This is an optimization exercise on Yosys and OpenROAD, whose aim is small area, not a production implementation.
At most, simulation tests tie the RTL to the original design; equivalence was not proved.
No functional check of the RTL was part of run 2.
Power and IR drop assume default switching activity.

--- flow/run.sh ---
#!/bin/bash
# synth_recipe.tcl (not shown) runs the flow's synth.tcl, then flattens the netlist and writes it again
# the make line also repeats each setting of config.mk as NAME=value (left out here)
make -C /OpenROAD-flow-scripts/flow DESIGN_CONFIG=/design/flow/config.mk WORK_HOME=/design/flow/orfs CLKGATE_MAP_FILE= SYNTH_SCRIPT=/design/flow/synth_recipe.tcl finish
--- flow/config.mk ---
export PLATFORM = sky130hd
export DESIGN_NAME = register_file
export DESIGN_NICKNAME = register_file
export VERILOG_FILES = /design/flow/design.v
export SDC_FILE = /design/flow/constraint.sdc
export NUM_CORES = 4
export LEC_CHECK = 0
export CAP_MARGIN = 20
export CORE_MARGIN = 2
export CORE_UTILIZATION = 40
export SLEW_MARGIN = 20
--- flow/constraint.sdc ---
create_clock -name core_clock -period 5.0 [get_ports {clk}]
set_input_delay 1.0000 -clock core_clock [delete_from_list [all_inputs] [get_ports {clk}]]
set_output_delay 1.0000 -clock core_clock [all_outputs]
set_load 0.01 [all_outputs]
--- flow/design.v ---
package mips_pkg;
  localparam int unsigned DATA_W = 32;
  localparam int unsigned ADDR_W = 5;
  typedef logic [ADDR_W-1:0] reg_addr_t;
  localparam reg_addr_t REG_ZERO = reg_addr_t'(0);
  localparam reg_addr_t REG_RA   = reg_addr_t'(31);
  function automatic logic addr_hit(input logic en, input reg_addr_t wr_addr, input reg_addr_t rd_addr);
    addr_hit = en && (wr_addr != REG_ZERO) && (wr_addr == rd_addr);
  endfunction
endpackage
import mips_pkg::*;
module regfile_read_port
#(
  parameter int unsigned DATA_W   = mips_pkg::DATA_W,
  parameter int unsigned NUM_REGS = 32
) (
  input  logic                             clk,
  input  logic                             reset,
  input  logic                             rd_en_i,
  input  logic [mips_pkg::ADDR_W-1:0]                rd_addr_i,
  input  logic [NUM_REGS-1:0][DATA_W-1:0]  regs_i,
  input  logic                             wr_en_i,
  input  logic [mips_pkg::ADDR_W-1:0]                wr_addr_i,
  input  logic [DATA_W-1:0]                wr_data_i,
  output logic [DATA_W-1:0]                rd_data_o
);
  logic [DATA_W-1:0] rd_data_d, rd_data_q;
  logic unused_wr;
  assign unused_wr = ^{wr_en_i, wr_addr_i, wr_data_i};
  always_comb begin
    rd_data_d = '0;
    for (int unsigned i = 0; i < NUM_REGS; i++) begin
      if (rd_addr_i == ADDR_W'(i)) begin
        rd_data_d = regs_i[i];
      end
    end
    if (!rd_en_i) begin
      rd_data_d = rd_data_q;
    end
  end
  always_ff @(posedge clk or posedge reset) begin
    if (reset) begin
      rd_data_q <= '0;
    end else begin
      rd_data_q <= rd_data_d;
    end
  end
  assign rd_data_o = rd_data_q;
endmodule
import mips_pkg::*;
module register_file
#(
  parameter int unsigned DATA_W   = mips_pkg::DATA_W,
  parameter int unsigned NUM_REGS = 32
) (
  input  logic              clk,
  input  logic              reset,
  input  logic              RegWrite,
  input  logic [mips_pkg::ADDR_W-1:0] Write_Register,
  input  logic [DATA_W-1:0] Write_Data,
  input  logic [mips_pkg::ADDR_W-1:0] Read_Register1,
  input  logic [mips_pkg::ADDR_W-1:0] Read_Register2,
  input  logic              ReadEn,
  output logic [DATA_W-1:0] Read_Data1,
  output logic [DATA_W-1:0] Read_Data2,
  output logic              Read_Valid
);
  logic [NUM_REGS-1:0][DATA_W-1:0] regs_d, regs_q;
  logic                            valid_q;
  always_comb begin
    regs_d    = regs_q;
    regs_d[0] = '0;
    for (int unsigned i = 1; i < NUM_REGS; i++) begin
      if (RegWrite && (Write_Register == ADDR_W'(i))) begin
        regs_d[i] = Write_Data;
      end
    end
  end
  always_ff @(posedge clk or posedge reset) begin
    if (reset) begin
      regs_q  <= '0;
      valid_q <= 1'b0;
    end else begin
      regs_q  <= regs_d;
      valid_q <= ReadEn;
    end
  end
  regfile_read_port #(
    .DATA_W   (DATA_W),
    .NUM_REGS (NUM_REGS)
  ) u_rd_port1 (
    .clk       (clk),
    .reset     (reset),
    .rd_en_i   (ReadEn),
    .rd_addr_i (Read_Register1),
    .regs_i    (regs_q),
    .wr_en_i   (RegWrite),
    .wr_addr_i (Write_Register),
    .wr_data_i (Write_Data),
    .rd_data_o (Read_Data1)
  );
  regfile_read_port #(
    .DATA_W   (DATA_W),
    .NUM_REGS (NUM_REGS)
  ) u_rd_port2 (
    .clk       (clk),
    .reset     (reset),
    .rd_en_i   (ReadEn),
    .rd_addr_i (Read_Register2),
    .regs_i    (regs_q),
    .wr_en_i   (RegWrite),
    .wr_addr_i (Write_Register),
    .wr_data_i (Write_Data),
    .rd_data_o (Read_Data2)
  );
  assign Read_Valid = valid_q;
endmodule
==> results of run 1 <==
==> cell usage after synthesis (8+ instances only) <==
cell type and number:
dfrtp_1 1057, o21a_1 14, nor3b_1 11, o221ai_1 79, a31oi_1 56, nand3_1 75, o22ai_1 195, a22oi_1 116
o21ai_0 465, a32oi_1 15, nor2b_1 37, o21ai_1 16, a211o_1 16, o31ai_1 14, and2_1 10, o211ai_1 29
buf_2 102, a2111oi_0 18, mux4_2 11, a21o_1 10, nand2b_1 30, a2bb2oi_1 15, clkbuf_1 347, a221oi_1 100
or3_1 20, o2111ai_1 22, nand2_1 275, a221o_1 33, a32o_1 9, a211oi_1 37, nor3_1 94, nor4_1 13
mux2_2 1016, mux2i_1 82, o2bb2ai_1 14, or2_2 13, a22o_1 44, a21oi_1 355, o22a_1 20, and3b_1 11
nor2_1 310, nand3b_1 8, buf_1 73, and3_1 22, inv_1 25
==> logic make-up (layout without fill, tap and decap cells) <==
| logic type | after synthesis | in the layout | share of synthesized area [%] |
|---|---|---|---|
| AND/OR/NAND/NOR | 982 | 982 | 8.213 |
| other | 0 | 10 | 0 |
| flip-flops | 1057 | 1057 | 46.16 |
| AO/OA/AOI/OAI | 1746 | 1746 | 19.78 |
| buffers and inverters | 557 | 823 | 3.937 |
| multiplexers | 1113 | 1113 | 21.91 |
==> metal layers <==
layer	vias to the layer above	wire length [um]	global-route usage, %	part of all wire (%)
li1	20980	-	-	-
met1	27970	125000	57.41	38
met2	4758	132700	60.93	40
met3	1215	46970	17.12	14
met4	38	26270	27.69	7.9
met5	-	281	0	0.085
==> flip-flops by register name (all words and copies together), names as in the netlist <==
signal                flops
regs_q                  992
u_rd_port2.rd_data_q     32
u_rd_port1.rd_data_q     32
valid_q                   1
==> where the power goes <==
part | switching [mW] | internal (mW) | total (mW)
clock network | 3.99 | 5.64 | 9.64
logic | 2.71 | 2.17 | 4.88
registers | 2.00 | 10.2 | 12.2
==> final timing paths <==
path	endpoint	startpoint	cells after the start
setup / recovery	u_rd_port2.rd_data_q[16]$_DFFE_PP0P_	Read_Register2[2]	10
hold / removal	regs_q[1021]$_DFFE_PP0P_	regs_q[1021]$_DFFE_PP0P_	1
setup reg to reg	u_rd_port2.rd_data_q[31]$_DFFE_PP0P_	regs_q[351]$_DFFE_PP0P_	6
hold reg to reg	regs_q[1021]$_DFFE_PP0P_	regs_q[1021]$_DFFE_PP0P_	1
max in group asynchronous	regs_q[166]$_DFFE_PP0P_	reset	4
min in group asynchronous	regs_q[952]$_DFFE_PP0P_	reset	2
==> per-stage QoR <==
step	power (mW)	util, %	cells
2_1_floorplan	14.16	-	5455
3_3_place_gp	16.73	44.20	7385
3_5_place_dp	16.84	44.22	7387
4_1_cts	26.41	47.21	7611
5_1_grt	27.31	47.22	7615
6_report	26.72	47.23	7621
==> placed cells by master, fill, tap and decap left out, drive strengths merged, types with 44 or more instances in the layout <==
cell	netlist	layout
o21ai	481	481
mux2i	82	82
clkdlybuf4s50	0	99
dfrtp	1057	1057
a31oi	56	56
o221ai	79	79
buf	182	471
a22oi	116	116
clkbuf	347	166
a21oi	355	355
a22o	44	44
nor2	313	313
nor3	95	95
nand2	275	275
a221oi	100	100
o22ai	195	195
nand3	75	75
mux2	1020	1020
==> critical path, delay by kind of cell <==
family	cells	cell delay (ns)
simple gates	3	1.41
buf+inv	4	1.36
compound gates	3	1.25
==> final cells by class <==
| class | instances | area [um^2] |
|---|---|---|
| Tap cell | 1890 | 2365 |
| Inverter | 28 | 108.9 |
| Clock buffer | 165 | 3486 |
| Sequential cell | 1057 | 26450 |
| Multi-Input combinational cell | 3841 | 28860 |
| Antenna cell | 10 | 25.02 |
| Clock inverter | 59 | 762.0 |
| Fill cell | 13310 | 74890 |
| Timing Repair Buffer | 571 | 4976 |
==> out/metrics.yaml, run 1 <==
clock_network:
  cts_buffers: 121
  ctsHoldBuffers: 0
  post_cts_buffers: 0
  postCtsResizedCells: 0
  clkLatencyLatePin_ns: 0.80
  cts.clk_slew.worst_paths_ns: 0.06
  cts.sinks: 1057
  root_buffer: "clkbuf_16"
  ctsLongestPathBuffers: 3
  cts-htree-levels: 3
  cts_tree: "done"
synthesis:
  synth_seq_area_share_pct: 46.16
  synth_edf_count: 0
  syn_inst: 5455
  synth_area_leaders: "dfrtp_1 46%, mux2_2 20%, o21ai_0 4.1%"
  syn_area_um2: 57300
  syn-num-nets: 5506
  synth_cell_types: 91
  yosys_warnings: 2
  synthFlopType: "dfrtp_1"
  syn_area_per_cell_um2: 10.50
  synthArstFlopShare_pct: 100.0
  synth_top_area_share_pct: 46.16
  synth-seq-cells: 1057
  yosysTopAreaCell: "dfrtp_1"
route:
  drt_iter0_markers: 9668
  first_pass_iters: 9
  routed-via-count: 54960
  drc: 0
  ant_nets: 0
  viasPerCell: 7.212
  drt_wl_total_um: 331200
  wire_per_inst_um: 43.46
sta:
  finClkSkew_ns: 0.06360
  post-route-period-util_pct: 86.34
  fin_crit_ns: 4.317
  holdWs_ns: 0.5042
  fin_ws_ns: 0.6830
  maxSlewViolCount: 0
  tns_ns: 0
  rsz0062_at_grt: "no"
  tightest_slew_ns: 1.297
  max_freq_mhz: 231.6
  setup_viol: 0
  final_hold_viol_count: 0
  slew_headroom_pct: 12.65
die:
  dieWidth_um: 382.5
  pin_count: 116
  die_area_um2: 146300
  die_h_um: 382.5
  start_util_pct: 40.37
  core_area_um2: 141900
  rows: 138
placement:
  placed_area_um2: 62760
  place.gp.congestion: 1.065
  io_buffers: 115
  hpwl_um: 237100
  place_ws_ns: 0.2069
power:
  power_per_cell_area_nw_per_um2: 398.5
  peakVddDrop_uv: 372.1
  power.leakage_nw: 28.50
hold_path:
  hold_path_class: "register to register"
global_routing:
  grt_usage_pct: 44.10
  grt_pass1_vias: 51370
  overflow: 0
  grt_max_degree: 139
  antenna_found_initial: 42
  grt_pass1_wl_um: 448200
cells_and_area:
  layout-drive-gt1-share_pct: 31.55
  area.growth.synth_to_final_pct: 17.00
  nets: 5671
  final_cell_area_um2: 67040
setup_path:
  path_max_fanout: 21
  cp_slowest_cell: "a221oi_1"
  path_cells: "buf_2 -> buf_4 -> and3b_1 -> buf_4 -> nand2_1 -> o22ai_1 -> or4_1 -> a221oi_1 -> buf_4 -> o31a_1"
  required_ns: 5.74
  crit_path_end_kind: "register"
  cp_common_cell: "buf_4"
  path_class: "input pin to register"
  arrival_ns: 5.06
  max_stage_delay_ns: 0.74
  reg2reg_setup_slack_ns: 1.86
  start_kind: "input pin"
status:
  status: "complete, no violations"
run:
  cap_violations: 0
==> run 2: changes to the inputs <==
--- a/flow/design.v
+++ b/flow/design.v
@@ -17,25 +17,22 @@
   input  logic                             clk,
   input  logic                             reset,
   input  logic                             rd_en_i,
-  input  logic [mips_pkg::ADDR_W-1:0]                rd_addr_i,
+  input  logic [mips_pkg::ADDR_W-1:0]      rd_addr_i,
   input  logic [NUM_REGS-1:0][DATA_W-1:0]  regs_i,
-  input  logic                             wr_en_i,
-  input  logic [mips_pkg::ADDR_W-1:0]                wr_addr_i,
-  input  logic [DATA_W-1:0]                wr_data_i,
+  input  logic [NUM_REGS-1:0]              valid_i,
   output logic [DATA_W-1:0]                rd_data_o
 );
-  logic [DATA_W-1:0] rd_data_d, rd_data_q;
-  logic unused_wr;
-  assign unused_wr = ^{wr_en_i, wr_addr_i, wr_data_i};
+  logic [DATA_W-1:0]   rd_data_d, rd_data_q;
+  logic [NUM_REGS-1:0] sel;
   always_comb begin
-    rd_data_d = '0;
     for (int unsigned i = 0; i < NUM_REGS; i++) begin
-      if (rd_addr_i == ADDR_W'(i)) begin
-        rd_data_d = regs_i[i];
-      end
+      sel[i] = rd_en_i && valid_i[i] && (rd_addr_i == mips_pkg::ADDR_W'(i));
     end
-    if (!rd_en_i) begin
-      rd_data_d = rd_data_q;
+  end
+  always_comb begin
+    rd_data_d = rd_en_i ? '0 : rd_data_q;
+    for (int unsigned i = 0; i < NUM_REGS; i++) begin
+      rd_data_d = rd_data_d | ({DATA_W{sel[i]}} & regs_i[i]);
     end
   end
   always_ff @(posedge clk or posedge reset) begin
@@ -65,24 +62,37 @@
   output logic [DATA_W-1:0] Read_Data2,
   output logic              Read_Valid
 );
-  logic [NUM_REGS-1:0][DATA_W-1:0] regs_d, regs_q;
-  logic                            valid_q;
+  logic [NUM_REGS-1:0][DATA_W-1:0] regs_q;
+  logic [NUM_REGS-1:0]             we;
+  logic [NUM_REGS-1:0]             valid_q;
+  logic                            rvalid_q;
   always_comb begin
-    regs_d    = regs_q;
-    regs_d[0] = '0;
+    we = '0;
     for (int unsigned i = 1; i < NUM_REGS; i++) begin
-      if (RegWrite && (Write_Register == ADDR_W'(i))) begin
-        regs_d[i] = Write_Data;
+      we[i] = RegWrite && (Write_Register == mips_pkg::ADDR_W'(i));
+    end
+  end
+  assign regs_q[0]  = '0;
+  assign valid_q[0] = 1'b0;
+  for (genvar g = 1; g < NUM_REGS; g++) begin : g_reg
+    always_ff @(posedge clk) begin
+      if (we[g]) begin
+        regs_q[g] <= Write_Data;
+      end
+    end
+    always_ff @(posedge clk or posedge reset) begin
+      if (reset) begin
+        valid_q[g] <= 1'b0;
+      end else if (we[g]) begin
+        valid_q[g] <= 1'b1;
       end
     end
   end
   always_ff @(posedge clk or posedge reset) begin
     if (reset) begin
-      regs_q  <= '0;
-      valid_q <= 1'b0;
+      rvalid_q <= 1'b0;
     end else begin
-      regs_q  <= regs_d;
-      valid_q <= ReadEn;
+      rvalid_q <= ReadEn;
     end
   end
   regfile_read_port #(
@@ -94,9 +104,7 @@
     .rd_en_i   (ReadEn),
     .rd_addr_i (Read_Register1),
     .regs_i    (regs_q),
-    .wr_en_i   (RegWrite),
-    .wr_addr_i (Write_Register),
-    .wr_data_i (Write_Data),
+    .valid_i   (valid_q),
     .rd_data_o (Read_Data1)
   );
   regfile_read_port #(
@@ -108,10 +116,8 @@
     .rd_en_i   (ReadEn),
     .rd_addr_i (Read_Register2),
     .regs_i    (regs_q),
-    .wr_en_i   (RegWrite),
-    .wr_addr_i (Write_Register),
-    .wr_data_i (Write_Data),
+    .valid_i   (valid_q),
     .rd_data_o (Read_Data2)
   );
-  assign Read_Valid = valid_q;
+  assign Read_Valid = rvalid_q;
 endmodule
==> run 2 against run 1 <==
Against the previous run:
- routed wire length grew 8.7%
- area after synthesis decreased by 14%
- via count shrank 10%
- core utilization increased by 1.2 points
- non-clock buffer count fell by 49
- flip-flop and latch count is 31 higher
- maximum frequency rose by 14%
- first-iteration DRC count rose by 32%
- setup slack better by 0.52 ns
- global-route usage is 12 points higher
- sequential power fell by 13%
- critical path type unchanged
==> out/metrics.yaml, run 2 <==
synthesis:
  synthFlopType: "edfxtp_1"
  syn_area_per_cell_um2: 13.20  # +26%
  synth_area_leaders: "edfxtp_1 61%, dfrtp_1 4.9%, a22oi_1 3.7%"
  yosys_warnings: 2  # unchanged
  syn_area_um2: 49110  # -14%
  synth_common_cells: "992 x edfxtp_1, 279 x clkbuf_1, 249 x nand3_1"
  synth-seq-cells: 1088  # +2.9%
  syn_inst: 3721  # -32%
  synth_top_area_share_pct: 60.66  # +14 points
  synth_cell_types: 72  # -21%
  synth.most_common_cell: "edfxtp_1"
  synth_seq_area_share_pct: 65.55  # +19 points
  syn-num-nets: 3772  # -31%
  synth_edf_count: 992  # +992
  synthArstFlopShare_pct: 8.824  # -91 points
  yosysTopAreaCell: "edfxtp_1"
global_routing:
  overflow: 0  # unchanged
  antenna_found_initial: 68  # +62%
  grt_pass1_wl_um: 454100  # +1.3%
  grt_pass1_vias: 43340  # -16%
  grt_max_degree: 49  # -65%
  grt_usage_pct: 56.04  # +12 points
sta:
  finClkSkew_ns: 0.02857  # -0.03503 ns
  setup_viol: 0  # unchanged
  fin_ws_ns: 1.202  # +0.5187 ns
  rsz0062_at_grt: "no"
  max_freq_mhz: 263.3  # +14%
  maxSlewViolCount: 0  # unchanged
  final_hold_viol_count: 0  # unchanged
  slew_headroom_pct: 13.29  # +0.64 points
  tns_ns: 0  # unchanged
  fin_crit_ns: 3.798  # -0.5187 ns
  post-route-period-util_pct: 75.97  # -10 points
  tightest_slew_ns: 1.295  # -0.001648 ns
power:
  peakVddDrop_uv: 349.9  # -6.0%
  design_power_total_mw: 23.41  # -12%
  power_per_cell_area_nw_per_um2: 396.3  # -0.55%
  power.leakage_nw: 19.56  # -31%
route:
  drt_wl_total_um: 360000  # +8.7%
  routed-via-count: 49280  # -10%
  first_pass_iters: 9  # unchanged
  wire_per_inst_um: 62.16  # +43%
  drc: 0  # unchanged
  ant_nets: 0  # unchanged
  drt_iter0_markers: 12720  # +32%
  viasPerCell: 8.509  # +18%
setup_path:
  crit_path_end_kind: "register"
  path_class: "input pin to register"
  start_kind: "input pin"
  required_ns: 5.72  # -0.02 ns
  r2r-start: "valid_q[1]$_DFFE_PP0P_"
  reg2reg_setup_slack_ns: 1.73  # -0.13 ns
  r2r-end: "u_rd_port1.rd_data_q[21]$_DFF_PP0_"
  path_max_fanout: 23  # +9.5%
  reg2reg_depth: 6  # unchanged
  arrival_ns: 4.52  # -0.54 ns
clock_network:
  ctsLongestPathBuffers: 3  # unchanged
  root_buffer: "clkbuf_16"
  post_cts_buffers: 0  # unchanged
  clkLatencyLatePin_ns: 0.79  # about the same
  ctsHoldBuffers: 0  # unchanged
  cts.sinks: 1088  # +2.9%
  cts_tree: "done"
  cts_buffers: 117  # -3.3%
  postCtsResizedCells: 0  # unchanged
  cts.clk_slew.worst_paths_ns: 0.07  # about the same
  cts-htree-levels: 3  # unchanged
cells_and_area:
  final_cell_mix: "992 x edfxtp_1, 370 x buf_4, 249 x nand3_1, 240 x a22oi_1, 219 x nand2_1"
  top_register: "regs_q"
  largest_register_ffs: 992  # unchanged
  area.growth.synth_to_final_pct: 20.29
  n_fill_cell: 10720  # -19%
  layout_commonest_cell: "edfxtp_1"
  layout-drive-gt1-share_pct: 18.49  # -13 points
  largestRegisters: "regs_q (992), u_rd_port1.rd_data_q (32), u_rd_port2.rd_data_q (32)"
  nets: 4046  # -29%
placement:
  place_ws_ns: 0.6721  # +0.4652 ns
  place.gp.congestion: 1.072  # +0.67%
  io_buffers: 115  # unchanged
  hpwl_um: 231300  # -2.4%
hold_path:
  holdPathEnd: "u_rd_port2.rd_data_q[14]$_DFF_PP0_"
  hold_start: "regs_q[1006]$_DFFE_PP_"
  hold_path_class: "register to register"
  whs_path_depth: 2  # +1
die:
  die_h_um: 354.4  # -7.3%
  rows: 128  # -7.2%
  die_area_um2: 125600  # -14%
  pin_count: 116  # unchanged
  start_util_pct: 40.29  # -0.078 points
  dieWidth_um: 354.4  # -7.3%
  core_area_um2: 121900  # -14%
run:
  cap_violations: 0  # unchanged
status:
  status: "complete, no violations"
[run 2: cell count changes after synthesis, moves of 237 or more]
cell,previous run,this run
nor2_1,310,73
o21ai_0,465,76
dfrtp_1,1057,96
mux2_2,1016,3
a21oi_1,355,62
edfxtp_1,0,992
[run 2: per-stage QoR]
step | hold WS [ns] | util [%] | cell area [um^2] | std cells
final | 0.5320 | 48.47 | 59070 | 5792
after global routing | 0.5564 | 48.36 | 58940 | 5738
after CTS | 0.5216 | 48.35 | 58920 | 5719
after detailed placement | 0.5072 | 45.04 | 54890 | 5500
after global placement | 0.5073 | 45.01 | 54860 | 5499
after floorplan | 0.4464 | - | 49110 | 3721
[run 2: worst max path at each step]
stage	endpoint	from	slack (ns)	depth (start not counted)
after floorplan	rvalid_q$_DFF_PP0_	reset	1.49	1
after global placement	u_rd_port2.rd_data_q[1]$_DFF_PP0_	Read_Register2[4]	0.68	7
after detailed placement	u_rd_port2.rd_data_q[26]$_DFF_PP0_	Read_Register2[4]	0.67	7
after CTS	u_rd_port2.rd_data_q[18]$_DFF_PP0_	Read_Register2[4]	1.50	7
after global routing	u_rd_port2.rd_data_q[3]$_DFF_PP0_	Read_Register2[4]	1.36	8
final	u_rd_port2.rd_data_q[3]$_DFF_PP0_	Read_Register2[4]	1.20	8
[run 2: layout make-up]
| type | count | area, um^2 | area share [%] |
|---|---|---|---|
| antenna | 72 | 180.2 | 0.3050 |
| clock inverter | 79 | 884.6 | 1.497 |
| sequential | 1088 | 32200 | 54.51 |
| inverter | 12 | 50.05 | 0.08472 |
| timing repair buffer | 522 | 4643 | 7.860 |
| clock buffer | 140 | 3148 | 5.329 |
| multi-input combinational | 2254 | 15930 | 26.97 |
| tap | 1625 | 2033 | 3.442 |
[run 2: cells by family after synthesis]
family | Yosys count | share of synthesized area [%]
and+or+nand+nor | 1135 | 13.33
AOI/OAI and AO/OA | 1116 | 17.89
buffers and inverters | 379 | 3.162
muxes | 3 | 0.06879
DFF | 1088 | 65.55
[run 2: per-layer routing]
metal	track usage, %	share of wire, %	vias up	routed length [um]
met5	0.9057	0.16	-	572
met4	45.64	10	26	37560
met3	30.59	17	2114	62750
met2	72.88	38	6612	137300
met1	67.36	34	24390	121800
li1	-	-	16140	-
[run 2: power breakdown]
part,switching [mW],internal [mW]
registers,0.401,10.2
clock network,4.06,5.36
logic,2.55,0.865
[run 2: worst max-delay path: stages]
cell	delay, ns
clkdlybuf4s50_1	1.00
and4_2	1.09
and2_1	0.28
buf_4	0.44
buf_4	0.24
a22oi_1	0.11
nand3_1	0.11
or4_1	0.12
==> run 3: changes to the inputs <==
--- a/flow/design.v
+++ b/flow/design.v
@@ -9,6 +9,36 @@
   endfunction
 endpackage
 import mips_pkg::*;
+module rf_aoi222 (
+  input  logic a0, b0, a1, b1, a2, b2,
+  output logic y
+);
+  assign y = ~((a0 & b0) | (a1 & b1) | (a2 & b2));
+endmodule
+module rf_aoi22 (
+  input  logic a0, b0, a1, b1,
+  output logic y
+);
+  assign y = ~((a0 & b0) | (a1 & b1));
+endmodule
+module rf_nand4 (
+  input  logic a, b, c, d,
+  output logic y
+);
+  assign y = ~(a & b & c & d);
+endmodule
+module rf_nand3 (
+  input  logic a, b, c,
+  output logic y
+);
+  assign y = ~(a & b & c);
+endmodule
+module rf_or3 (
+  input  logic a, b, c,
+  output logic y
+);
+  assign y = a | b | c;
+endmodule
 module regfile_read_port
 #(
   parameter int unsigned DATA_W   = mips_pkg::DATA_W,
@@ -22,18 +52,46 @@
   input  logic [NUM_REGS-1:0]              valid_i,
   output logic [DATA_W-1:0]                rd_data_o
 );
-  logic [DATA_W-1:0]   rd_data_d, rd_data_q;
-  logic [NUM_REGS-1:0] sel;
+  localparam int unsigned NUM_TERMS  = NUM_REGS;
+  localparam int unsigned NUM_GROUPS = (NUM_TERMS + 2) / 3;
+  logic [DATA_W-1:0]                rd_data_d, rd_data_q;
+  logic [NUM_TERMS-1:0]             sel;
+  logic [NUM_TERMS-1:0][DATA_W-1:0] term;
+  logic [NUM_GROUPS-1:0][DATA_W-1:0] grp_n;
   always_comb begin
-    for (int unsigned i = 0; i < NUM_REGS; i++) begin
-      sel[i] = rd_en_i && valid_i[i] && (rd_addr_i == mips_pkg::ADDR_W'(i));
+    sel[0]  = !rd_en_i;
+    term[0] = rd_data_q;
+    for (int unsigned i = 1; i < NUM_TERMS; i++) begin
+      sel[i]  = rd_en_i && valid_i[i] && (rd_addr_i == mips_pkg::ADDR_W'(i));
+      term[i] = regs_i[i];
     end
   end
-  always_comb begin
-    rd_data_d = rd_en_i ? '0 : rd_data_q;
-    for (int unsigned i = 0; i < NUM_REGS; i++) begin
-      rd_data_d = rd_data_d | ({DATA_W{sel[i]}} & regs_i[i]);
+  for (genvar b = 0; b < DATA_W; b++) begin : g_bit
+    for (genvar g = 0; g < NUM_GROUPS; g++) begin : g_grp
+      if (3 * g + 2 < NUM_TERMS) begin : g_3
+        rf_aoi222 u_aoi (
+          .a0 (sel[3*g]),   .b0 (term[3*g][b]),
+          .a1 (sel[3*g+1]), .b1 (term[3*g+1][b]),
+          .a2 (sel[3*g+2]), .b2 (term[3*g+2][b]),
+          .y  (grp_n[g][b])
+        );
+      end else if (3 * g + 1 < NUM_TERMS) begin : g_2
+        rf_aoi22 u_aoi (
+          .a0 (sel[3*g]),   .b0 (term[3*g][b]),
+          .a1 (sel[3*g+1]), .b1 (term[3*g+1][b]),
+          .y  (grp_n[g][b])
+        );
+      end else begin : g_1
+        assign grp_n[g][b] = ~(sel[3*g] & term[3*g][b]);
+      end
     end
+  end
+  for (genvar b = 0; b < DATA_W; b++) begin : g_red
+    logic p0, p1, p2;
+    rf_nand4 u_p0 (.a(grp_n[0][b]), .b(grp_n[1][b]), .c(grp_n[2][b]),  .d(grp_n[3][b]), .y(p0));
+    rf_nand4 u_p1 (.a(grp_n[4][b]), .b(grp_n[5][b]), .c(grp_n[6][b]),  .d(grp_n[7][b]), .y(p1));
+    rf_nand3 u_p2 (.a(grp_n[8][b]), .b(grp_n[9][b]), .c(grp_n[10][b]), .y(p2));
+    rf_or3   u_or (.a(p0), .b(p1), .c(p2), .y(rd_data_d[b]));
   end
   always_ff @(posedge clk or posedge reset) begin
     if (reset) begin
--- a/flow/config.mk
+++ b/flow/config.mk
@@ -5,7 +5,8 @@
 export SDC_FILE = /design/flow/constraint.sdc
 export NUM_CORES = 4
 export LEC_CHECK = 0
-export CAP_MARGIN = 20
+export CAP_MARGIN = 0
 export CORE_MARGIN = 2
-export CORE_UTILIZATION = 40
-export SLEW_MARGIN = 20
+export CORE_UTILIZATION = 65
+export SLEW_MARGIN = 0
+export SYNTH_HIERARCHICAL = 1
==> run 3 against run 2 <==
Against the previous run:
- flip-flop and latch count is the same
- still clean
- largest cell class unchanged
- highest routed layer unchanged
- combinational power shrank 66%
- power shrank 18%
- via count shrank 37%
- hold slack lost 0.038 ns
- critical path depth is the same
- clock skew shrank 0.0031 ns
- synthesized cell count shrank 40%
- non-clock buffer count shrank 282
- clock-buffer cell count grew 19
- critical path type unchanged
- register-to-register slack gained 0.66 ns
==> out/metrics.yaml, run 3 <==
placement:
  hpwl_um: 86190  # -63%
  place_ws_ns: 0.8868  # +0.2147 ns
  io_buffers: 115  # unchanged
  dpl.cell_count: 3316  # -40%
  place.gp.congestion: 0.9968  # -7.0%
  placed_area_um2: 45500  # -17%
clock_network:
  clkLatencyLatePin_ns: 0.67  # -0.12 ns
  cts_tree: "done"
  ctsHoldBuffers: 0  # unchanged
  postCtsResizedCells: 0  # unchanged
  cts.clk_slew.worst_paths_ns: 0.06  # about the same
  post_cts_buffers: 0  # unchanged
  cts-htree-levels: 3  # unchanged
  ctsLongestPathBuffers: 3  # unchanged
  cts.sinks: 1088  # unchanged
  root_buffer: "clkbuf_16"
  cts_buffers: 103  # -12%
hold_path:
  hold_path_class: "register to register"
  hold_start: "valid_q[10]$_DFFE_PP0P_"
synthesis:
  syn-num-nets: 2293  # -39%
  syn_area_um2: 42200  # -14%
  syn_area_per_cell_um2: 18.82  # +43%
  yosys_warnings: 8  # +6
  syn_inst: 2242  # -40%
run:
  cap_violations: 0  # unchanged
cells_and_area:
  top_register: "regs_q"
  fin_util_pct: 75.81  # +27 points
  largest_register_ffs: 992  # unchanged
  final_cell_area_um2: 48780  # -17%
  final_cells: 3515  # -39%
  final_cell_mix: "992 x edfxtp_1, 640 x a222oi_1, 129 x nand4_1, 125 x buf_4, 115 x clkdlybuf4s50_1"
  layout-drive-gt1-share_pct: 14.61  # -3.9 points
  layout_commonest_cell: "edfxtp_1"
  area.growth.synth_to_final_pct: 15.59
  largestRegisters: "regs_q (992), u_rd_port1.rd_data_q (32), u_rd_port2.rd_data_q (32)"
  nets: 2617  # -35%
sta:
  setup_viol: 0  # unchanged
  fin_ws_ns: 1.387  # +0.1856 ns
  post-route-period-util_pct: 72.26  # -3.7 points
  finClkSkew_ns: 0.02551  # -0.003065 ns
  tightest_slew_ns: 1.380  # +0.08500 ns
  maxSlewViolCount: 0  # unchanged
  slew_headroom_pct: 7.717  # -5.6 points
  fin_crit_ns: 3.613  # -0.1856 ns
  rsz0062_at_grt: "no"
  final_hold_viol_count: 0  # unchanged
  max_freq_mhz: 276.8  # +5.1%
  tns_ns: 0  # unchanged
setup_path:
  start_kind: "input pin"
  required_ns: 5.54  # -0.18 ns
  cp_slowest_cell: "clkdlybuf4s50_1"
  max_stage_delay_ns: 0.61  # -0.48 ns
  cp_common_cell: "buf_4"
  critical_path.startpoint: "ReadEn"
  path_max_fanout: 32  # +39%
  path_cells: "clkdlybuf4s50_1 -> buf_4 -> and4bb_2 -> and3_1 -> buf_4 -> a222oi_1 -> nand4_1 -> or3_1"
  path_buf_inv: 3  # unchanged
  path_class: "input pin to register"
  crit_path_end_kind: "register"
  arrival_ns: 4.15  # -0.37 ns
  r2r-start: "valid_q[2]$_DFFE_PP0P_"
  path_delay_family: "simple AND/OR/NAND/NOR gates"
die:
  core_area_um2: 64350  # -47%
  die_area_um2: 66980  # -47%
  pin_count: 116  # unchanged
  die_h_um: 258.8  # -27%
  start_util_pct: 65.59  # +25 points
  rows: 93  # -27%
  dieWidth_um: 258.8  # -27%
route:
  wire_per_inst_um: 42.50  # -32%
  routed-via-count: 31260  # -37%
  first_pass_iters: 14  # +5
  ant_nets: 0  # unchanged
  drc: 0  # unchanged
  viasPerCell: 8.894  # +4.5%
  drt_iter0_markers: 9675  # -24%
  drt_wl_total_um: 149400  # -59%
global_routing:
  grt_pass1_wl_um: 208700  # -54%
  grt_pass1_vias: 29580  # -32%
  overflow: 0  # unchanged
  grt_usage_pct: 44.06  # -12 points
  grt_max_degree: 33  # -33%
  antenna_found_initial: 20  # -71%
power:
  power.leakage_nw: 15.78  # -19%
  peakVddDrop_uv: 360.6  # +3.1%
  power_per_cell_area_nw_per_um2: 395.6  # -0.20%
status:
  status: "complete, no violations"
==> run 3: final timing paths <==
kind                       slack (ns)  depth (start not counted)                                 end
max in group asynchronous        3.56                          3  u_rd_port2.rd_data_q[26]$_DFF_PP0_
hold / removal                   0.49                          1             valid_q[10]$_DFFE_PP0P_
setup reg to reg                 2.39                          5  u_rd_port1.rd_data_q[15]$_DFF_PP0_
min in group asynchronous        0.58                          2                  rvalid_q$_DFF_PP0_
hold reg to reg                  0.49                          1             valid_q[10]$_DFFE_PP0P_
setup / recovery                 1.39                          8   u_rd_port2.rd_data_q[2]$_DFF_PP0_
==> run 3: layout make-up <==
type	instances	area (um^2)
Sequential cell	1088	32190
Fill cell	3700	15560
Multi-Input combinational cell	1128	10130
Clock buffer	159	2992
Timing Repair Buffer	240	2090
Tap cell	855	1070
Clock inverter	36	280.3
Inverter	5	18.77
Antenna cell	4	10.01
==> run 3: where the power goes <==
| group | total (mW) | internal, mW | switching (mW) |
|---|---|---|---|
| registers | 10.5 | 10.2 | 0.321 |
| clock network | 7.61 | 4.27 | 3.34 |
| logic | 1.17 | 0.440 | 0.730 |
| total | 19.3 | 14.9 | 4.39 |
==> run 3: stage by stage <==
step                power [mW]  hold WS, ns
global placement         11.72       0.4690
finish                   19.30       0.4945
floorplan                10.91       0.4484
detailed placement       11.76       0.4737
CTS                      19.16       0.4903
global route             19.63       0.5086
==> run 3: per-layer routing <==
layer	global-route usage, %	up-vias	routed length, um	share of wire, %
met1	60.10	15380	47350	32
met2	64.99	3598	65300	44
met4	15.61	16	6346	4.2
li1	-	11720	-	-
met3	17.86	551	30270	20
met5	0	-	105	0.070
==> run 4: changes to the inputs <==
--- a/flow/design.v
+++ b/flow/design.v
@@ -15,23 +15,17 @@
 );
   assign y = ~((a0 & b0) | (a1 & b1) | (a2 & b2));
 endmodule
-module rf_aoi22 (
-  input  logic a0, b0, a1, b1,
-  output logic y
-);
-  assign y = ~((a0 & b0) | (a1 & b1));
-endmodule
 module rf_nand4 (
   input  logic a, b, c, d,
   output logic y
 );
   assign y = ~(a & b & c & d);
 endmodule
-module rf_nand3 (
-  input  logic a, b, c,
+module rf_tail (
+  input  logic n0, n1, a0, b0, a1, b1,
   output logic y
 );
-  assign y = ~(a & b & c);
+  assign y = ~(n0 & n1 & ~((a0 & b0) | (a1 & b1)));
 endmodule
 module rf_or3 (
   input  logic a, b, c,
@@ -53,7 +47,7 @@
   output logic [DATA_W-1:0]                rd_data_o
 );
   localparam int unsigned NUM_TERMS  = NUM_REGS;
-  localparam int unsigned NUM_GROUPS = (NUM_TERMS + 2) / 3;
+  localparam int unsigned NUM_GROUPS = NUM_TERMS / 3;
   logic [DATA_W-1:0]                rd_data_d, rd_data_q;
   logic [NUM_TERMS-1:0]             sel;
   logic [NUM_TERMS-1:0][DATA_W-1:0] term;
@@ -75,14 +69,6 @@
           .a2 (sel[3*g+2]), .b2 (term[3*g+2][b]),
           .y  (grp_n[g][b])
         );
-      end else if (3 * g + 1 < NUM_TERMS) begin : g_2
-        rf_aoi22 u_aoi (
-          .a0 (sel[3*g]),   .b0 (term[3*g][b]),
-          .a1 (sel[3*g+1]), .b1 (term[3*g+1][b]),
-          .y  (grp_n[g][b])
-        );
-      end else begin : g_1
-        assign grp_n[g][b] = ~(sel[3*g] & term[3*g][b]);
       end
     end
   end
@@ -90,7 +76,8 @@
     logic p0, p1, p2;
     rf_nand4 u_p0 (.a(grp_n[0][b]), .b(grp_n[1][b]), .c(grp_n[2][b]),  .d(grp_n[3][b]), .y(p0));
     rf_nand4 u_p1 (.a(grp_n[4][b]), .b(grp_n[5][b]), .c(grp_n[6][b]),  .d(grp_n[7][b]), .y(p1));
-    rf_nand3 u_p2 (.a(grp_n[8][b]), .b(grp_n[9][b]), .c(grp_n[10][b]), .y(p2));
+    rf_tail  u_p2 (.n0(grp_n[8][b]), .n1(grp_n[9][b]),
+                   .a0(sel[30]), .b0(term[30][b]), .a1(sel[31]), .b1(term[31][b]), .y(p2));
     rf_or3   u_or (.a(p0), .b(p1), .c(p2), .y(rd_data_d[b]));
   end
   always_ff @(posedge clk or posedge reset) begin
==> flow/flow/run.sh (new file) <==
#!/bin/bash
set -e
export BUFFER_PORTS_ARGS="-buffer_cell sky130_fd_sc_hd__buf_1"
export CTS_ARGS="-sink_clustering_enable -repair_clock_nets -dont_use_dummy_load -buf_list sky130_fd_sc_hd__clkbuf_8 -sink_clustering_size 18 -sink_clustering_max_diameter 60"
bash standard.sh > standard.log 2>&1
==> flow/standard.sh (new file) <==
#!/bin/bash
# synth_recipe.tcl (not shown) runs the flow's synth.tcl, then flattens the netlist and writes it again
# the make line also repeats each setting of config.mk as NAME=value (left out here)
make -C /OpenROAD-flow-scripts/flow DESIGN_CONFIG=/design/flow/config.mk WORK_HOME=/design/flow/orfs CLKGATE_MAP_FILE= SYNTH_SCRIPT=/design/flow/synth_recipe.tcl "${@:-finish}"
--- a/flow/config.mk
+++ b/flow/config.mk
@@ -5,8 +5,8 @@
 export SDC_FILE = /design/flow/constraint.sdc
 export NUM_CORES = 4
 export LEC_CHECK = 0
-export CAP_MARGIN = 0
+export CAP_MARGIN = 10
 export CORE_MARGIN = 2
-export CORE_UTILIZATION = 65
-export SLEW_MARGIN = 0
+export CORE_UTILIZATION = 50
+export SLEW_MARGIN = 10
 export SYNTH_HIERARCHICAL = 1
removed: flow/run.sh
==> run 4 against run 3 <==
Against the previous run:
- sequential share of layout area increased by 4.1 points
- power shrank 19%
- critical endpoint is now u_rd_port2.rd_data_q[19]$_DFF_PP0_
- combinational power is 18% lower
- clock power down 45%
- hold slack worse by 0.23 ns
- maximum frequency increased by 15%
- register-to-register slack worse by 0.02 ns
- final cell count increased by 3.1%
- first-iteration DRC count fell by 17%
- core utilization is 21 points lower
- largest cell class unchanged
==> out/metrics.yaml, run 4 <==
cells_and_area:
  n_fill_cell: 6539  # +77%
  fin_util_pct: 55.16  # -21 points
  regArea_um2: 32190  # unchanged
  layout-drive-gt1-share_pct: 10.98  # -3.6 points
  final_cell_mix: "992 x edfxtp_1, 640 x a222oi_1, 129 x nand4_1, 121 x buf_4, 106 x buf_1"
  largestRegisters: "regs_q (992), u_rd_port1.rd_data_q (32), u_rd_port2.rd_data_q (32)"
  multi_input_area_um2: 9832  # -3.0%
  layout_commonest_cell: "edfxtp_1"
  largest_register_ffs: 992  # unchanged
  top_register: "regs_q"
  area.growth.synth_to_final_pct: 9.685
  nets: 2595  # -0.84%
die:
  core_area_um2: 83290  # +29%
  start_util_pct: 50.29  # -15 points
  rows: 106  # +14%
  pin_count: 116  # unchanged
  die_h_um: 293.4  # +13%
  die_area_um2: 86100  # +29%
  dieWidth_um: 293.4  # +13%
power:
  power_per_cell_area_nw_per_um2: 338.9  # -14%
  design_power_total_mw: 15.57  # -19%
  power.leakage_nw: 14.47  # -8.4%
  peakVddDrop_uv: 220.2  # -39%
setup_path:
  crit_path_end_kind: "register"
  path_max_fanout: 22  # -31%
  critical_path.startpoint: "ReadEn"
  path_class: "input pin to register"
  r2r-start: "valid_q[14]$_DFFE_PP0P_"
  path_cells: "buf_1 -> buf_4 -> and4bb_2 -> and3_2 -> buf_4 -> a222oi_1 -> nand4_1 -> or3_1"
  cp_slowest_cell: "a222oi_1"
  path_delay_family: "simple AND/OR/NAND/NOR gates"
  cp_common_cell: "buf_4"
  path_buf_inv: 3  # unchanged
  required_ns: 5.63  # +0.09 ns
  max_stage_delay_ns: 0.52  # -0.09 ns
  start_kind: "input pin"
  arrival_ns: 3.78  # -0.37 ns
global_routing:
  overflow: 0  # unchanged
  antenna_found_initial: 4  # -80%
  grt_pass1_wl_um: 211900  # +1.5%
  grt_max_degree: 33  # unchanged
  grt_usage_pct: 34.56  # -9.5 points
  grt_pass1_vias: 29270  # -1.0%
clock_network:
  cts.clk_slew.worst_paths_ns: 0.11  # +0.05 ns
  cts-htree-levels: 3  # unchanged
  cts.sinks: 1088  # unchanged
  cts_tree: "done"
  root_buffer: "clkbuf_8"
  post_cts_buffers: 0  # unchanged
  ctsLongestPathBuffers: 3  # unchanged
  postCtsResizedCells: 0  # unchanged
  ctsHoldBuffers: 0  # unchanged
  clkLatencyLatePin_ns: 0.75  # +0.08 ns
  cts_buffers: 82  # -20%
sta:
  setup_viol: 0  # unchanged
  finClkSkew_ns: 0.09106  # +0.06555 ns
  fin_crit_ns: 3.146  # -0.4668 ns
  max_freq_mhz: 317.9  # +15%
  maxSlewViolCount: 0  # unchanged
  tns_ns: 0  # unchanged
  rsz0062_at_grt: "no"
  final_hold_viol_count: 0  # unchanged
  holdWs_ns: 0.2607  # -0.2338 ns
  fin_ws_ns: 1.854  # +0.4668 ns
  post-route-period-util_pct: 62.92  # -9.3 points
  tightest_slew_ns: 1.212  # -0.1678 ns
  slew_headroom_pct: 19.19  # +11 points
route:
  first_pass_iters: 14  # unchanged
  drt_wl_total_um: 152400  # +2.0%
  viasPerCell: 8.287  # -6.8%
  drt_iter0_markers: 8042  # -17%
  drc: 0  # unchanged
  wire_per_inst_um: 42.05  # -1.1%
  routed-via-count: 30040  # -3.9%
  ant_nets: 0  # unchanged
run:
  cap_violations: 0  # unchanged
synthesis:
  syn-num-nets: 2293  # unchanged
  syn_area_per_cell_um2: 18.68  # -0.76%
  syn_inst: 2242  # unchanged
  yosys_warnings: 8  # unchanged
  syn_area_um2: 41880  # -0.76%
placement:
  io_buffers: 115  # unchanged
  place_ws_ns: 1.246  # +0.3595 ns
  place.gp.congestion: 0.9659  # -3.1%
  hpwl_um: 88160  # +2.3%
hold_path:
  hold_path_class: "input pin to async pin"
status:
  status: "complete, no violations"
-- run 4: metrics by stage --
stage          cells  cell area [um^2]
2_1_floorplan   2242             41880
3_3_place_gp    3540             44800
3_5_place_dp    3540             44800
4_1_cts         3622             45930
5_1_grt         3623             45940
6_report        3625             45940
-- run 4: path summary, 6_finish.rpt --
path                            slack [ns]                                 end  depth (start not counted)
worst max-delay path                  1.85  u_rd_port2.rd_data_q[19]$_DFF_PP0_                          8
worst min-delay path                  0.26             valid_q[13]$_DFFE_PP0P_                          2
worst max register to register        2.37  u_rd_port1.rd_data_q[23]$_DFF_PP0_                          4
worst min register to register        0.50             valid_q[31]$_DFFE_PP0P_                          1
max in group asynchronous             3.94   u_rd_port2.rd_data_q[2]$_DFF_PP0_                          3
min in group core_clock               0.50             valid_q[31]$_DFFE_PP0P_                          1
-- run 4: cell type report --
class                      instances  area share, %
tap                             1080          2.941
timing repair buffer             239          3.072
multi-input combinational       1128          21.40
inverter                           5        0.04085
antenna                            3        0.01634
sequential                      1088          70.07
clock buffer                      82          2.457
-- run 4: power by group --
part	internal, mW	total [mW]	switching (mW)
clock network	1.47	4.20	2.73
logic	0.299	0.963	0.664
registers	10.2	10.4	0.228
-- run 4: routing by layer --
metal | vias to the layer above | wire (um) | GRT usage (%)
met5 | - | 13 | 0
met3 | 461 | 21480 | 7.980
met1 | 15130 | 51810 | 45.46
met2 | 2886 | 67190 | 51.81
met4 | 2 | 11920 | 22.81
li1 | 11560 | - | -
-- run 4: worst reg2reg max path, stage by stage, from the launching register on --
cell      delay [ns]
dfrtp_1         0.40
and3_2          0.56
a222oi_1        0.54
nand4_1         0.50
or3_1           0.52
==> run 5: changes to the inputs <==
--- a/flow/config.mk
+++ b/flow/config.mk
@@ -7,6 +7,6 @@
 export LEC_CHECK = 0
 export CAP_MARGIN = 10
 export CORE_MARGIN = 2
-export CORE_UTILIZATION = 50
+export CORE_UTILIZATION = 60
 export SLEW_MARGIN = 10
 export SYNTH_HIERARCHICAL = 1
==> run 5 against run 4 <==
Against the previous run:
- still clean on timing, DRC and antenna
- critical path type unchanged
- clock skew decreased by 0.021 ns
- largest power group unchanged
- first-iteration DRC count rose by 11%
- area after synthesis did not move
==> out/metrics.yaml, run 5 <==
route:
  viasPerCell: 8.726  # +5.3%
  drc: 0  # unchanged
  drt_iter0_markers: 8898  # +11%
  wire_per_inst_um: 44.17  # +5.0%
  drt_wl_total_um: 154500  # +1.4%
  first_pass_iters: 14  # unchanged
  ant_nets: 0  # unchanged
  routed-via-count: 30520  # +1.6%
placement:
  io_buffers: 115  # unchanged
  place_ws_ns: 0.7519  # -0.4944 ns
  hpwl_um: 93620  # +6.2%
  place.gp.congestion: 0.9599  # -0.62%
  dpl.cell_count: 3410  # -3.7%
cells_and_area:
  final_cell_mix: "992 x edfxtp_1, 640 x a222oi_1, 141 x buf_4, 129 x nand4_1, 107 x buf_1"
  layout_commonest_cell: "edfxtp_1"
  largestRegisters: "regs_q (992), u_rd_port1.rd_data_q (32), u_rd_port2.rd_data_q (32)"
  area.growth.synth_to_final_pct: 9.449
  nets: 2610  # +0.58%
  regArea_um2: 32190  # unchanged
  top_register: "regs_q"
  largest_register_ffs: 992  # unchanged
  final_cells: 3498  # -3.5%
  layout-drive-gt1-share_pct: 11.26  # +0.29 points
  multi_input_area_um2: 9826  # about the same
  n_fill_cell: 4812  # -26%
synthesis:
  yosys_warnings: 8  # unchanged
  syn-num-nets: 2293  # unchanged
  syn_area_per_cell_um2: 18.68  # unchanged
  syn_inst: 2242  # unchanged
  syn_area_um2: 41880  # unchanged
global_routing:
  grt_usage_pct: 42.55  # +8.0 points
  grt_max_degree: 33  # unchanged
  antenna_found_initial: 7  # +3
  overflow: 0  # unchanged
  grt_pass1_wl_um: 212600  # +0.33%
  grt_pass1_vias: 28750  # -1.8%
clock_network:
  cts.clk_slew.worst_paths_ns: 0.11  # about the same
  postCtsResizedCells: 0  # unchanged
  post_cts_buffers: 0  # unchanged
  cts.sinks: 1088  # unchanged
  cts_buffers: 77  # -6.1%
  cts_tree: "done"
  ctsHoldBuffers: 0  # unchanged
  cts-htree-levels: 3  # unchanged
  ctsLongestPathBuffers: 3  # unchanged
  root_buffer: "clkbuf_8"
  clkLatencyLatePin_ns: 0.74  # about the same
setup_path:
  start_kind: "input pin"
  path_max_fanout: 18  # -18%
  path_class: "input pin to register"
  arrival_ns: 4.36  # +0.58 ns
  required_ns: 5.63  # about the same
  crit_path_end_kind: "register"
  reg2reg_setup_slack_ns: 1.93  # -0.44 ns
power:
  peakVddDrop_uv: 302.9  # +38%
  power.leakage_nw: 14.54  # +0.54%
  power_per_cell_area_nw_per_um2: 338.2  # -0.19%
sta:
  rsz0062_at_grt: "no"
  slew_headroom_pct: 4.232  # -15 points
  tns_ns: 0  # unchanged
  fin_ws_ns: 1.269  # -0.5848 ns
  max_freq_mhz: 268.0  # -16%
  post-route-period-util_pct: 74.62  # +12 points
  tightest_slew_ns: 1.437  # +0.2244 ns
  final_hold_viol_count: 0  # unchanged
  maxSlewViolCount: 0  # unchanged
  finClkSkew_ns: 0.07031  # -0.02075 ns
  setup_viol: 0  # unchanged
  fin_crit_ns: 3.731  # +0.5848 ns
die:
  pin_count: 116  # unchanged
  dieWidth_um: 268.2  # -8.6%
  die_h_um: 268.2  # -8.6%
  rows: 96  # -9.4%
  die_area_um2: 71940  # -16%
  start_util_pct: 60.85  # +11 points
  core_area_um2: 68830  # -17%
hold_path:
  hold_path_class: "input pin to async pin"
status:
  status: "complete, no violations"
run:
  cap_violations: 0  # unchanged
-- run 5: worst max-delay path: stages --
cell and delay, ns:
buf_1 0.41, and4b_1 0.30, and3_1 0.56, buf_4 0.40, a222oi_1 0.66, nand4_1 0.52
or3_1 0.50
-- run 5: where the power goes --
group | switching [mW] | internal, mW
Clock | 2.69 | 1.39
Sequential | 0.270 | 10.2
Combinational | 0.692 | 0.296
-- run 5: through the flow --
step	hold slack, ns	power [mW]	util [%]	cell area (um^2)
after CTS	0.2065	15.46	66.53	45790
after floorplan	0.4484	10.90	-	41880
after detailed placement	0.4701	11.59	64.99	44730
after global routing	0.2318	15.83	66.58	45830
final	0.2473	15.51	66.60	45840
after global placement	0.4654	11.56	64.99	44730
-- run 5: final timing paths --
path                                          from                                  to  cells past startpoint
min in group core_clock    valid_q[18]$_DFFE_PP0P_             valid_q[18]$_DFFE_PP0P_                      1
setup / recovery                 Read_Register1[3]  u_rd_port1.rd_data_q[16]$_DFF_PP0_                      7
hold reg to reg            valid_q[18]$_DFFE_PP0P_             valid_q[18]$_DFFE_PP0P_                      1
hold / removal                               reset              valid_q[2]$_DFFE_PP0P_                      2
max in group asynchronous                    reset  u_rd_port2.rd_data_q[24]$_DFF_PP0_                      2
setup reg to reg           valid_q[21]$_DFFE_PP0P_  u_rd_port1.rd_data_q[16]$_DFF_PP0_                      5
-- run 5: routing by layer --
layer	GRT usage, %	vias up	part of all wire (%)
met4	31.22	2	9.5
met1	56.53	15100	32
met2	62.28	3236	43
li1	-	11610	-
met5	0	-	0.0045
met3	9.677	572	16
-- run 5: area by class of cell --
| cell class | count | share of cell area (%) |
|---|---|---|
| Antenna cell | 10 | 0.05459 |
| Clock buffer | 77 | 2.312 |
| Inverter | 5 | 0.04367 |
| Multi-Input combinational cell | 1128 | 21.43 |
| Sequential cell | 1088 | 70.22 |
| Tap cell | 931 | 2.541 |
| Timing Repair Buffer | 259 | 3.393 |
==> run 6: changes to the inputs <==
==> flow/flow/run.sh (replaced) <==
#!/bin/bash
set -e
export BUFFER_PORTS_ARGS="-buffer_cell sky130_fd_sc_hd__buf_1"
export CTS_ARGS="-sink_clustering_enable -repair_clock_nets -dont_use_dummy_load -buf_list sky130_fd_sc_hd__clkbuf_8 -sink_clustering_size 16 -sink_clustering_max_diameter 50"
bash standard.sh > standard.log 2>&1
--- a/flow/config.mk
+++ b/flow/config.mk
@@ -7,6 +7,6 @@
 export LEC_CHECK = 0
 export CAP_MARGIN = 10
 export CORE_MARGIN = 2
-export CORE_UTILIZATION = 60
+export CORE_UTILIZATION = 55
 export SLEW_MARGIN = 10
 export SYNTH_HIERARCHICAL = 1
==> run 6 against run 5 <==
Against the previous run:
- setup slack gained 0.31 ns
- clock-buffer cell count grew 30
- routed wire length grew 5.0%
- first-iteration DRC count shrank 11%
- core utilization shrank 5.9 points
- die area grew 8.9%
- sequential share of layout area shrank 0.17 points
- largest power group unchanged
==> out/metrics.yaml, run 6 <==
route:
  drt_wl_total_um: 162300  # +5.0%
  routed-via-count: 30560  # +0.12%
  wire_per_inst_um: 46.09  # +4.3%
  first_pass_iters: 12  # -2
  drc: 0  # unchanged
  viasPerCell: 8.679  # -0.54%
  ant_nets: 0  # unchanged
  drt_iter0_markers: 7927  # -11%
die:
  die_area_um2: 78370  # +8.9%
  rows: 101  # +5.2%
  pin_count: 116  # unchanged
  dieWidth_um: 280.0  # +4.4%
  die_h_um: 280.0  # +4.4%
  start_util_pct: 55.33  # -5.5 points
  core_area_um2: 75700  # +10%
clock_network:
  ctsLongestPathBuffers: 3  # unchanged
  root_buffer: "clkbuf_8"
  cts.sinks: 1088  # unchanged
  cts.clk_slew.worst_paths_ns: 0.09  # -0.02 ns
  clkLatencyLatePin_ns: 0.78  # +0.04 ns
  ctsHoldBuffers: 0  # unchanged
  postCtsResizedCells: 0  # unchanged
  cts_buffers: 107  # +39%
  cts_tree: "done"
  cts-htree-levels: 3  # unchanged
  post_cts_buffers: 0  # unchanged
cells_and_area:
  largest_register_ffs: 992  # unchanged
  layout_commonest_cell: "edfxtp_1"
  top_register: "regs_q"
  nets: 2590  # -0.77%
  layout-drive-gt1-share_pct: 12.34  # +1.1 points
  final_cell_mix: "992 x edfxtp_1, 640 x a222oi_1, 129 x nand4_1, 110 x buf_1, 107 x clkbuf_8"
  area.growth.synth_to_final_pct: 9.709
  final_cells: 3521  # +0.66%
  n_fill_cell: 5570  # +16%
  fin_util_pct: 60.70  # -5.9 points
  largestRegisters: "regs_q (992), u_rd_port1.rd_data_q (32), u_rd_port2.rd_data_q (32)"
setup_path:
  path_cells: "buf_1 -> nor4b_2 -> and4_2 -> a222oi_1 -> nand4_1 -> or3_1"
  start_kind: "input pin"
  cp_slowest_cell: "and4_2"
  path_max_fanout: 32  # +14
  path_buf_inv: 1  # -1
  required_ns: 5.69  # +0.06 ns
  r2r-start: "valid_q[14]$_DFFE_PP0P_"
  max_stage_delay_ns: 1.05  # +0.39 ns
  path_class: "input pin to register"
  crit_path_end_kind: "register"
  arrival_ns: 4.11  # -0.25 ns
  critical_path.startpoint: "ReadEn"
  path_delay_family: "simple AND/OR/NAND/NOR gates"
power:
  design_power_total_mw: 16.14  # +4.1%
  power_per_cell_area_nw_per_um2: 351.4  # +3.9%
  power.leakage_nw: 14.45  # -0.67%
  peakVddDrop_uv: 235.2  # -22%
global_routing:
  grt_usage_pct: 40.93  # -1.6 points
  overflow: 0  # unchanged
  grt_max_degree: 33  # unchanged
  grt_pass1_vias: 29320  # +2.0%
  antenna_found_initial: 9  # +2
  grt_pass1_wl_um: 222600  # +4.7%
hold_path:
  hold_path_class: "input pin to async pin"
placement:
  hpwl_um: 90930  # -2.9%
  dpl.cell_count: 3408  # -0.059%
  io_buffers: 115  # unchanged
  place.gp.congestion: 0.9327  # -2.8%
synthesis:
  syn_area_per_cell_um2: 18.68  # unchanged
  yosys_warnings: 8  # unchanged
  syn-num-nets: 2293  # unchanged
  syn_inst: 2242  # unchanged
  syn_area_um2: 41880  # unchanged
sta:
  holdWs_ns: 0.3092  # +0.06186 ns
  tns_ns: 0  # unchanged
  post-route-period-util_pct: 68.36  # -6.3 points
  tightest_slew_ns: 1.336  # -0.1006 ns
  finClkSkew_ns: 0.06174  # -0.008572 ns
  maxSlewViolCount: 0  # unchanged
  max_freq_mhz: 292.6  # +9.1%
  rsz0062_at_grt: "no"
  setup_viol: 0  # unchanged
  fin_crit_ns: 3.418  # -0.3126 ns
  slew_headroom_pct: 10.94  # +6.7 points
  final_hold_viol_count: 0  # unchanged
run:
  cap_violations: 0  # unchanged
status:
  status: "complete, no violations"
## run 6: routing by layer
metal / track usage (%) / vias up / share of wire (%)
met5: 0 / - / 0.017
met4: 30.25 / 4 / 8.9
met3: 11.33 / 608 / 15
met2: 60.01 / 3163 / 43
met1: 52.57 / 15240 / 33
li1: - / 11550 / -
## run 6: final cells by class
class,instances,area [um^2],share of cell area [%]
Inverter,5,18.77,0.04084
Sequential cell,1088,32190,70.06
Tap cell,978,1224,2.663
Clock buffer,107,1473,3.205
Multi-Input combinational cell,1128,9886,21.51
Timing Repair Buffer,209,1144,2.489
Antenna cell,6,15.01,0.03268
## run 6: through the flow
step | setup WS [ns] | area [um^2]
finish | 1.582 | 45950
CTS | 1.797 | 45930
floorplan | 1.417 | 41880
global route | 1.611 | 45940
global placement | 1.076 | 44460
detailed placement | 1.003 | 44460
## run 6: path summary, 6_finish.rpt
kind | end | slack (ns) | cells after the start
max in group asynchronous | u_rd_port1.rd_data_q[23]$_DFF_PP0_ | 3.97 | 3
worst min-delay path | valid_q[23]$_DFFE_PP0P_ | 0.31 | 2
worst min register to register | valid_q[3]$_DFFE_PP0P_ | 0.48 | 1
worst max-delay path | u_rd_port1.rd_data_q[7]$_DFF_PP0_ | 1.58 | 6
worst max register to register | u_rd_port1.rd_data_q[7]$_DFF_PP0_ | 2.22 | 4
min in group core_clock | valid_q[3]$_DFFE_PP0P_ | 0.48 | 1
## run 6: report_power, final
group          switching, mW  leakage (nW)  internal (mW)
Clock                   2.83         0.769           1.89
Sequential             0.256          10.1           10.2
Combinational          0.692          3.53          0.294
==> run 7: changes to the inputs <==
==> flow/run.sh (new file) <==
#!/bin/bash
# synth_recipe.tcl (not shown) runs the flow's synth.tcl, then flattens the netlist and writes it again
# the make line also repeats each setting of config.mk as NAME=value (left out here)
make -C /OpenROAD-flow-scripts/flow DESIGN_CONFIG=/design/flow/config.mk WORK_HOME=/design/flow/orfs CLKGATE_MAP_FILE= SYNTH_SCRIPT=/design/flow/synth_recipe.tcl finish
--- a/flow/config.mk
+++ b/flow/config.mk
@@ -5,8 +5,11 @@
 export SDC_FILE = /design/flow/constraint.sdc
 export NUM_CORES = 4
 export LEC_CHECK = 0
-export CAP_MARGIN = 10
+export CAP_MARGIN = 0
 export CORE_MARGIN = 2
 export CORE_UTILIZATION = 55
-export SLEW_MARGIN = 10
+export CTS_BUF_LIST = sky130_fd_sc_hd__clkbuf_8
+export CTS_CLUSTER_DIAMETER = 50
+export CTS_CLUSTER_SIZE = 16
+export SLEW_MARGIN = 0
 export SYNTH_HIERARCHICAL = 1
removed: flow/flow/run.sh
removed: flow/standard.sh
==> run 7 against run 6 <==
Against the previous run:
- clock power up 29%
- largest cell class unchanged
- flip-flop and latch count unchanged
- power increased by 9.0%
- cell area increased by 3.8%
- die area unchanged
- clock skew decreased by 0.026 ns
==> out/metrics.yaml, run 7 <==
status:
  status: "complete, no violations"
setup_path:
  endpoint: "u_rd_port2.rd_data_q[23]$_DFF_PP0_"
  required_ns: 5.65  # -0.04 ns
  crit_path_end_kind: "register"
  reg2reg_depth: 5  # +1
  start_kind: "input pin"
  arrival_ns: 4.44  # +0.33 ns
  path_max_fanout: 24  # -25%
  critical_path.startpoint: "ReadEn"
  r2r-start: "valid_q[1]$_DFFE_PP0P_"
  r2r-end: "u_rd_port2.rd_data_q[23]$_DFF_PP0_"
  reg2reg_setup_slack_ns: 2.19  # -0.03 ns
  path_class: "input pin to register"
placement:
  io_buffers: 115  # unchanged
  place_ws_ns: 0.6511  # -0.3514 ns
  place.gp.congestion: 0.9247  # -0.86%
  hpwl_um: 94210  # +3.6%
sta:
  final_hold_viol_count: 0  # unchanged
  post-route-period-util_pct: 75.83  # +7.5 points
  slew_headroom_pct: 12.54  # +1.6 points
  tns_ns: 0  # unchanged
  fin_crit_ns: 3.792  # +0.3736 ns
  max_freq_mhz: 263.7  # -9.9%
  finClkSkew_ns: 0.03543  # -0.02631 ns
  rsz0062_at_grt: "no"
  setup_viol: 0  # unchanged
  maxSlewViolCount: 0  # unchanged
  fin_ws_ns: 1.208  # -0.3736 ns
  tightest_slew_ns: 1.312  # -0.02408 ns
run:
  cap_violations: 0  # unchanged
clock_network:
  cts-htree-levels: 3  # unchanged
  root_buffer: "clkbuf_8"
  post_cts_buffers: 0  # unchanged
  cts.sinks: 1088  # unchanged
  cts_tree: "done"
  cts_buffers: 108  # +0.93%
  ctsHoldBuffers: 0  # unchanged
  cts.clk_slew.worst_paths_ns: 0.09  # about the same
  ctsLongestPathBuffers: 3  # unchanged
  clkLatencyLatePin_ns: 0.77  # about the same
  postCtsResizedCells: 0  # unchanged
route:
  first_pass_iters: 12  # unchanged
  wire_per_inst_um: 43.83  # -4.9%
  drt_wl_total_um: 159200  # -1.9%
  drc: 0  # unchanged
  ant_nets: 0  # unchanged
  drt_iter0_markers: 7648  # -3.5%
  viasPerCell: 8.490  # -2.2%
  routed-via-count: 30830  # +0.88%
global_routing:
  antenna_found_initial: 9  # unchanged
  grt_pass1_vias: 30180  # +2.9%
  grt_pass1_wl_um: 219400  # -1.5%
  overflow: 0  # unchanged
  grt_usage_pct: 39.95  # -0.98 points
  grt_max_degree: 33  # unchanged
cells_and_area:
  layout-drive-gt1-share_pct: 15.30  # +3.0 points
  nets: 2605  # +0.58%
  n_fill_cell: 5464  # -1.9%
  largestRegisters: "regs_q (992), u_rd_port1.rd_data_q (32), u_rd_port2.rd_data_q (32)"
  layout_commonest_cell: "edfxtp_1"
  top_register: "regs_q"
  largest_register_ffs: 992  # unchanged
  area.growth.synth_to_final_pct: 13.85
  final_cell_mix: "992 x edfxtp_1, 640 x a222oi_1, 129 x nand4_1, 115 x clkdlybuf4s50_1, 110 x clkbuf_8"
synthesis:
  syn-num-nets: 2293  # unchanged
  syn_area_um2: 41880  # unchanged
  syn_inst: 2242  # unchanged
  yosys_warnings: 8  # unchanged
  syn_area_per_cell_um2: 18.68  # unchanged
hold_path:
  hold_path_class: "register to register"
power:
  power.leakage_nw: 15.25  # +5.5%
  power_per_cell_area_nw_per_um2: 368.9  # +5.0%
  design_power_total_mw: 17.59  # +9.0%
  peakVddDrop_uv: 271.2  # +15%
die:
  core_area_um2: 75700  # unchanged
  pin_count: 116  # unchanged
  die_h_um: 280.0  # unchanged
  start_util_pct: 55.33  # unchanged
  die_area_um2: 78370  # unchanged
  rows: 101  # unchanged
  dieWidth_um: 280.0  # unchanged
-- run 7: metrics by stage --
step,instances,area (um^2),utilization [%],hold WS (ns)
floorplan,2242,41880,-,0.4484
global placement,3422,45290,59.83,0.4693
detailed placement,3422,45290,59.83,0.4711
finish,3631,47680,62.99,0.4985
global route,3629,47680,62.99,0.5231
CTS,3625,47670,62.97,0.4941
-- run 7: power breakdown --
group          switching, mW  leakage [nW]  internal, mW
clock                   3.53          1.20          2.56
sequential             0.244          10.1          10.2
combinational          0.637          3.91         0.439
total                   4.41          15.2          13.2
-- run 7: area by class of cell --
cell class	count	area (um^2)	area share, %
sequential	1088	32190	67.51
clock buffer	110	1514	3.175
timing repair buffer	223	1974	4.141
tap	978	1224	2.566
antenna	6	15.01	0.03149
multi-input combinational	1128	9882	20.72
clock inverter	93	864.6	1.813
inverter	5	18.77	0.03936
-- run 7: worst min-delay path by stage --
stage | start | end | slack [ns] | cells after the start
after CTS | valid_q[26]$_DFFE_PP0P_ | valid_q[26]$_DFFE_PP0P_ | 0.49 | 1
after global placement | valid_q[26]$_DFFE_PP0P_ | valid_q[26]$_DFFE_PP0P_ | 0.47 | 1
after detailed placement | valid_q[26]$_DFFE_PP0P_ | valid_q[26]$_DFFE_PP0P_ | 0.47 | 1
final | valid_q[26]$_DFFE_PP0P_ | valid_q[26]$_DFFE_PP0P_ | 0.50 | 1
after floorplan | valid_q[8]$_DFFE_PP0P_ | valid_q[8]$_DFFE_PP0P_ | 0.45 | 1
after global routing | valid_q[3]$_DFFE_PP0P_ | valid_q[3]$_DFFE_PP0P_ | 0.52 | 1
-- run 7: worst max-delay path, cell delays in order --
cell,delay (ns)
clkdlybuf4s50_1,0.76
nor4b_2,0.35
and3_2,0.63
buf_4,0.38
a222oi_1,0.43
nand4_1,0.39
or3_1,0.44
-- run 7: layer usage --
metal | GRT usage [%] | vias up | wire length, um
met5 | 0.7505 | - | 80
met4 | 22.30 | 10 | 9768
met3 | 14.63 | 617 | 25180
met2 | 60.56 | 3031 | 70950
met1 | 50.01 | 15460 | 53190
li1 | - | 11710 | -

[separate check: timing with driven ports]
How much do the figures lean on ideal ports? The routed layouts below were timed once more, with nothing changed but the port constraints.
Step 1, drivers: a clkbuf_16 drives clk and a buf_2 each remaining input, both assumed.
Step 2 adds t to the input delays and takes it off the output delays; t is the mean of the earliest and latest rising clock arrival at the registers after step 1. Input paths then give back, and output paths get back, about the clock's delay inside the block.
a / b / c = no drivers / after step 1 / after step 2; a / b = the first two.
run | t (ns) | slack for setup (ns) | worst slew at a driven data input, ns
run 1 | 0.850 | 0.683 / 0.705 / -0.145 | 0.13
run 2 | 0.857 | 1.202 / 1.254 / 0.397 | 0.06
run 3 | 0.720 | 1.387 / 1.431 / 0.711 | 0.09
run 4 | 0.777 | 1.854 / 1.894 / 1.117 | 0.05
run 5 | 0.772 | 1.269 / 1.302 / 0.531 | 0.08
run 6 | 0.802 | 1.582 / 1.605 / 0.802 | 0.10
run 7 | 0.820 | 1.208 / 1.244 / 0.424 | 0.14
Met with ideal ports but missed after step 2: setup timing in run 1. The setup slack of run 1, which loses most, moves by +0.022 ns with the drivers and by -0.828 ns with both steps.
